This design comes from an exercise in tuning for small area on the open sky130 flow, not from production work.
Only simulation tests tie the RTL to the original design; equivalence was not proved.
Power figures rest on the tool's default switching activity, not on a simulated workload.

==> 10-12 <==
Design wb_regfile, start of the top module:
module wb_regfile #(
    parameter int DATA_W = 32,
    parameter int ADDR_W = 5,
    parameter int BYPASS = 1,
    parameter int CNT_W  = 16
) (
    input  logic              clk,
    input  logic              rst_n,
    input  logic              ife_wb,
    input  logic [ADDR_W-1:0] Ri_wb,
    input  logic [DATA_W-1:0] write_wb,
    input  logic [ADDR_W-1:0] Rs_id,
    input  logic [ADDR_W-1:0] Rt_id,
    output logic [DATA_W-1:0] rs_data,
    output logic [DATA_W-1:0] rt_data,
    input  logic [ADDR_W-1:0] dbg_addr,
    output logic [DATA_W-1:0] dbg_data,
    output logic [CNT_W-1:0]  wr_count,
    output logic [ADDR_W-1:0] wr_last
);
==> module wb_regfile_hold, before the edit <==
module wb_regfile_hold #(
    parameter int W = 32
) (
    input  logic         en,
    input  logic         en_n,
    input  logic [W-1:0] w,
    input  logic [W-1:0] q,
    output logic [W-1:0] d
);
    assign d = ({W{en}} & w) | ({W{en_n}} & q);
endmodule
==> module wb_regfile_aoi222, before the edit <==
module wb_regfile_aoi222 (
    input  logic [2:0] s,
    input  logic [2:0] d,
    output logic       y
);
    assign y = ~|(s & d);
endmodule
==> module wb_regfile_nand, before the edit <==
module wb_regfile_nand #(
    parameter int N = 4
) (
    input  logic [N-1:0] a,
    output logic         y
);
    assign y = ~&a;
endmodule
==> module wb_regfile_or, before the edit <==
module wb_regfile_or #(
    parameter int N = 3
) (
    input  logic [N-1:0] a,
    output logic         y
);
    assign y = |a;
endmodule
==> module wb_regfile_rdbit, before the edit <==
module wb_regfile_rdbit #(
    parameter int N = 32
) (
    input  logic [N-1:0] sel,
    input  logic [N-1:0] d,
    output logic         out
);
    localparam int NG = (N - 1) / 3;   
    localparam int NY = NG + N - 3 * NG;
    logic [NY-1:0] y;
    logic [2:0]    p;
    for (genvar g = 0; g < NG; g++) begin : g_aoi
        wb_regfile_aoi222 u_aoi (.s(sel[3*g+2:3*g]), .d(d[3*g+2:3*g]), .y(y[g]));
    end
    for (genvar k = 3 * NG; k < N; k++) begin : g_one
        wb_regfile_nand #(.N(2)) u_nand (.a({sel[k], d[k]}), .y(y[NG+k-3*NG]));
    end
    if (NY == 12) begin : g_c12
        wb_regfile_nand #(.N(4)) u_nand0 (.a(y[3:0]),   .y(p[0]));
        wb_regfile_nand #(.N(4)) u_nand1 (.a(y[7:4]),   .y(p[1]));
        wb_regfile_nand #(.N(4)) u_nand2 (.a(y[11:8]),  .y(p[2]));
    end else begin : g_c11
        wb_regfile_nand #(.N(4)) u_nand0 (.a(y[3:0]),   .y(p[0]));
        wb_regfile_nand #(.N(4)) u_nand1 (.a(y[7:4]),   .y(p[1]));
        wb_regfile_nand #(.N(3)) u_nand2 (.a(y[10:8]),  .y(p[2]));
    end
    wb_regfile_or   #(.N(3)) u_or    (.a(p), .y(out));
endmodule
==> module wb_regfile, before the edit <==
module wb_regfile #(
    parameter int DATA_W = 32,
    parameter int ADDR_W = 5,
    parameter int BYPASS = 1,
    parameter int CNT_W  = 16
) (
    input  logic              clk,
    input  logic              rst_n,
    input  logic              ife_wb,
    input  logic [ADDR_W-1:0] Ri_wb,
    input  logic [DATA_W-1:0] write_wb,
    input  logic [ADDR_W-1:0] Rs_id,
    input  logic [ADDR_W-1:0] Rt_id,
    output logic [DATA_W-1:0] rs_data,
    output logic [DATA_W-1:0] rt_data,
    input  logic [ADDR_W-1:0] dbg_addr,
    output logic [DATA_W-1:0] dbg_data,
    output logic [CNT_W-1:0]  wr_count,
    output logic [ADDR_W-1:0] wr_last
);
    localparam int DEPTH = 2 ** ADDR_W;
    logic [DATA_W-1:0] mem   [1:DEPTH-1];
    logic [DATA_W-1:0] mem_d [1:DEPTH-1];
    logic [DEPTH-1:1]  valid;
    logic [DEPTH-1:1]  we;
    logic [DEPTH-1:1]  we_n;
    logic              commit;
    assign commit = ife_wb && (Ri_wb != '0);
    always_comb begin
        for (int i = 1; i < DEPTH; i++) begin
            we[i]   = ife_wb && (Ri_wb == ADDR_W'(i));
            we_n[i] = !we[i];
        end
    end
    for (genvar i = 1; i < DEPTH; i++) begin : g_word
        wb_regfile_hold #(.W(DATA_W)) u_hold (
            .en(we[i]), .en_n(we_n[i]), .w(write_wb), .q(mem[i]), .d(mem_d[i])
        );
    end
    always_ff @(posedge clk) begin
        for (int i = 1; i < DEPTH; i++) begin
            mem[i] <= mem_d[i];
        end
    end
    always_ff @(posedge clk or negedge rst_n) begin
        if (!rst_n) begin
            valid    <= '0;
            wr_count <= '0;
            wr_last  <= '0;
        end else if (commit) begin
            valid    <= valid | we;
            wr_count <= wr_count + CNT_W'(1);
            wr_last  <= Ri_wb;
        end
    end
    logic [DEPTH-1:0] sel_rs, sel_rt, sel_dbg;
    always_comb begin
        sel_rs[0]  = 1'b0;
        sel_rt[0]  = 1'b0;
        sel_dbg[0] = 1'b0;
        for (int i = 1; i < DEPTH; i++) begin
            sel_rs[i]  = (Rs_id == ADDR_W'(i)) && valid[i] && !((BYPASS != 0) && we[i]);
            sel_rt[i]  = (Rt_id == ADDR_W'(i)) && valid[i] && !((BYPASS != 0) && we[i]);
            sel_dbg[i] = (dbg_addr == ADDR_W'(i)) && valid[i];
            sel_rs[0]  = sel_rs[0] | ((BYPASS != 0) && (Rs_id == ADDR_W'(i)) && we[i]);
            sel_rt[0]  = sel_rt[0] | ((BYPASS != 0) && (Rt_id == ADDR_W'(i)) && we[i]);
        end
    end
    for (genvar b = 0; b < DATA_W; b++) begin : g_bit
        logic [DEPTH-1:0] col;
        assign col[0] = write_wb[b];
        for (genvar i = 1; i < DEPTH; i++) begin : g_col
            assign col[i] = mem[i][b];
        end
        wb_regfile_rdbit #(.N(DEPTH))   u_rs  (.sel(sel_rs),             .d(col),             .out(rs_data[b]));
        wb_regfile_rdbit #(.N(DEPTH))   u_rt  (.sel(sel_rt),             .d(col),             .out(rt_data[b]));
        wb_regfile_rdbit #(.N(DEPTH-1)) u_dbg (.sel(sel_dbg[DEPTH-1:1]), .d(col[DEPTH-1:1]), .out(dbg_data[b]));
    end
endmodule
Settings: LEC_CHECK=0, CAP_MARGIN=20, CELL_PAD_IN_SITES_DETAIL_PLACEMENT=1, CELL_PAD_IN_SITES_GLOBAL_PLACEMENT=1, CORE_MARGIN=2, CORE_UTILIZATION=35, PLACE_DENSITY=0.5, SLEW_MARGIN=20, SYNTH_HIERARCHICAL=1; clock period 8.0 ns.
standard.sh (not shown) runs the stock make flow with config.mk's settings and CLKGATE_MAP_FILE= SYNTH_SCRIPT=/design/flow/synth_recipe.tcl, a recipe that flattens the netlist after the stock synthesis.
==> flow/flow/run.sh <==
#!/bin/bash
# Standard ORFS layout, with two changes: port buffers use the smallest buffer cell, and
# clock tree synthesis inserts no dummy loads.
set -euo pipefail
bash standard.sh \
  "BUFFER_PORTS_ARGS=-buffer_cell sky130_fd_sc_hd__buf_1" \
  "CTS_ARGS=-sink_clustering_enable -repair_clock_nets -dont_use_dummy_load -sink_clustering_size 12 -sink_clustering_max_diameter 100 -buf_list {sky130_fd_sc_hd__clkbuf_4 sky130_fd_sc_hd__clkbuf_8}" \
  finish > standard_flow.log 2>&1
==> 11-01 (differences from 10-12) <==
==> flow/design.v (replaced) <==
module wb_regfile #(
    parameter int DATA_W = 32,
    parameter int ADDR_W = 5,
    parameter int BYPASS = 1,
    parameter int CNT_W  = 16
) (
    input  logic              clk,
    input  logic              rst_n,
    input  logic              ife_wb,
    input  logic [ADDR_W-1:0] Ri_wb,
    input  logic [DATA_W-1:0] write_wb,
    input  logic [ADDR_W-1:0] Rs_id,
    input  logic [ADDR_W-1:0] Rt_id,
    output logic [DATA_W-1:0] rs_data,
    output logic [DATA_W-1:0] rt_data,
    input  logic [ADDR_W-1:0] dbg_addr,
    output logic [DATA_W-1:0] dbg_data,
    output logic [CNT_W-1:0]  wr_count,
    output logic [ADDR_W-1:0] wr_last
);
    localparam int DEPTH = 2 ** ADDR_W;
    logic [DATA_W-1:0] mem [DEPTH];
    logic              commit;
    assign commit = ife_wb && (Ri_wb != '0);
    always_ff @(posedge clk or negedge rst_n) begin
        if (!rst_n) begin
            for (int i = 0; i < DEPTH; i++) begin
                mem[i] <= '0;
            end
            wr_count <= '0;
            wr_last  <= '0;
        end else if (commit) begin
            mem[Ri_wb] <= write_wb;
            wr_count   <= wr_count + CNT_W'(1);
            wr_last    <= Ri_wb;
        end
    end
    always_comb begin
        rs_data = '0;
        if (Rs_id != '0) begin
            if ((BYPASS != 0) && commit && (Ri_wb == Rs_id)) begin
                rs_data = write_wb;
            end else begin
                rs_data = mem[Rs_id];
            end
        end
    end
    always_comb begin
        rt_data = '0;
        if (Rt_id != '0) begin
            if ((BYPASS != 0) && commit && (Ri_wb == Rt_id)) begin
                rt_data = write_wb;
            end else begin
                rt_data = mem[Rt_id];
            end
        end
    end
    always_comb begin
        dbg_data = '0;
        if (dbg_addr != '0) begin
            dbg_data = mem[dbg_addr];
        end
    end
endmodule
==> flow/run.sh (new file) <==
#!/bin/bash
# synth_recipe.tcl (not shown) runs the flow's synth.tcl, then flattens the netlist and writes it again
# the make line also repeats each setting of config.mk as NAME=value (left out here)
make -C /OpenROAD-flow-scripts/flow DESIGN_CONFIG=/design/flow/config.mk WORK_HOME=/design/flow/orfs CLKGATE_MAP_FILE= SYNTH_SCRIPT=/design/flow/synth_recipe.tcl finish
==> flow/config.mk (replaced) <==
export PLATFORM = sky130hd
export DESIGN_NAME = wb_regfile
export DESIGN_NICKNAME = wb_regfile
export VERILOG_FILES = /design/flow/design.v
export SDC_FILE = /design/flow/constraint.sdc
export NUM_CORES = 4
export LEC_CHECK = 0
export CAP_MARGIN = 20
export CELL_PAD_IN_SITES_DETAIL_PLACEMENT = 2
export CELL_PAD_IN_SITES_GLOBAL_PLACEMENT = 2
export CORE_MARGIN = 2
export CORE_UTILIZATION = 30
export PLACE_DENSITY = 0.45
export SLEW_MARGIN = 20
removed: flow/flow/run.sh
removed: flow/standard.sh
==> notes <==
11-01 completed with no timing, DRC or antenna violations. 10-12 produced a clean layout. In 11-01 the wire length is larger than in 10-12, by about 70%. Die area: 11-01 is higher than 10-12 (43%). Of 11-01 and 10-12, 10-12 has the higher critical path depth (gap 3). Of 11-01 and 10-12, 11-01 has the higher hold slack (gap 0.0049 ns). Flip-flop and latch count: 11-01 is lower than 10-12 (31). Against 11-01, the final cell count of 10-12 is smaller by 24%. Between 10-12 and 11-01, the lower clock power is in 10-12 (gap about 50%, measured against 11-01).

## separate check: timing with driven ports
How much do the figures lean on ideal ports? The routed layouts below were timed once more, with nothing changed but the port constraints.
Step 1 (the two cells are an assumption about what drives the block):
set clk [get_ports {clk}]
set_driving_cell -lib_cell sky130_fd_sc_hd__clkbuf_16 $clk
set_driving_cell -lib_cell sky130_fd_sc_hd__buf_2 [delete_from_list [all_inputs] $clk]
Step 2, shift: input delay + t, output delay - t, t = (earliest + latest rising clock arrival at the registers) / 2. This alone moves slack from input paths to output paths.
Three values: no drivers, after step 1, after step 2; two values: the first two.
run | t (ns) | setup WS [ns] | slew at the worst register clock pin (ns)
10-12 | 0.881 | 0.471 / 0.445 / 0.445 | 0.10 / 0.10
11-01 | 0.932 | 0.550 / 0.432 / 0.432 | 0.07 / 0.07
After both steps every run listed still meets setup and hold. The setup slack of 11-01, which loses most, moves by -0.118 ns with the drivers and by -0.118 ns with both steps.
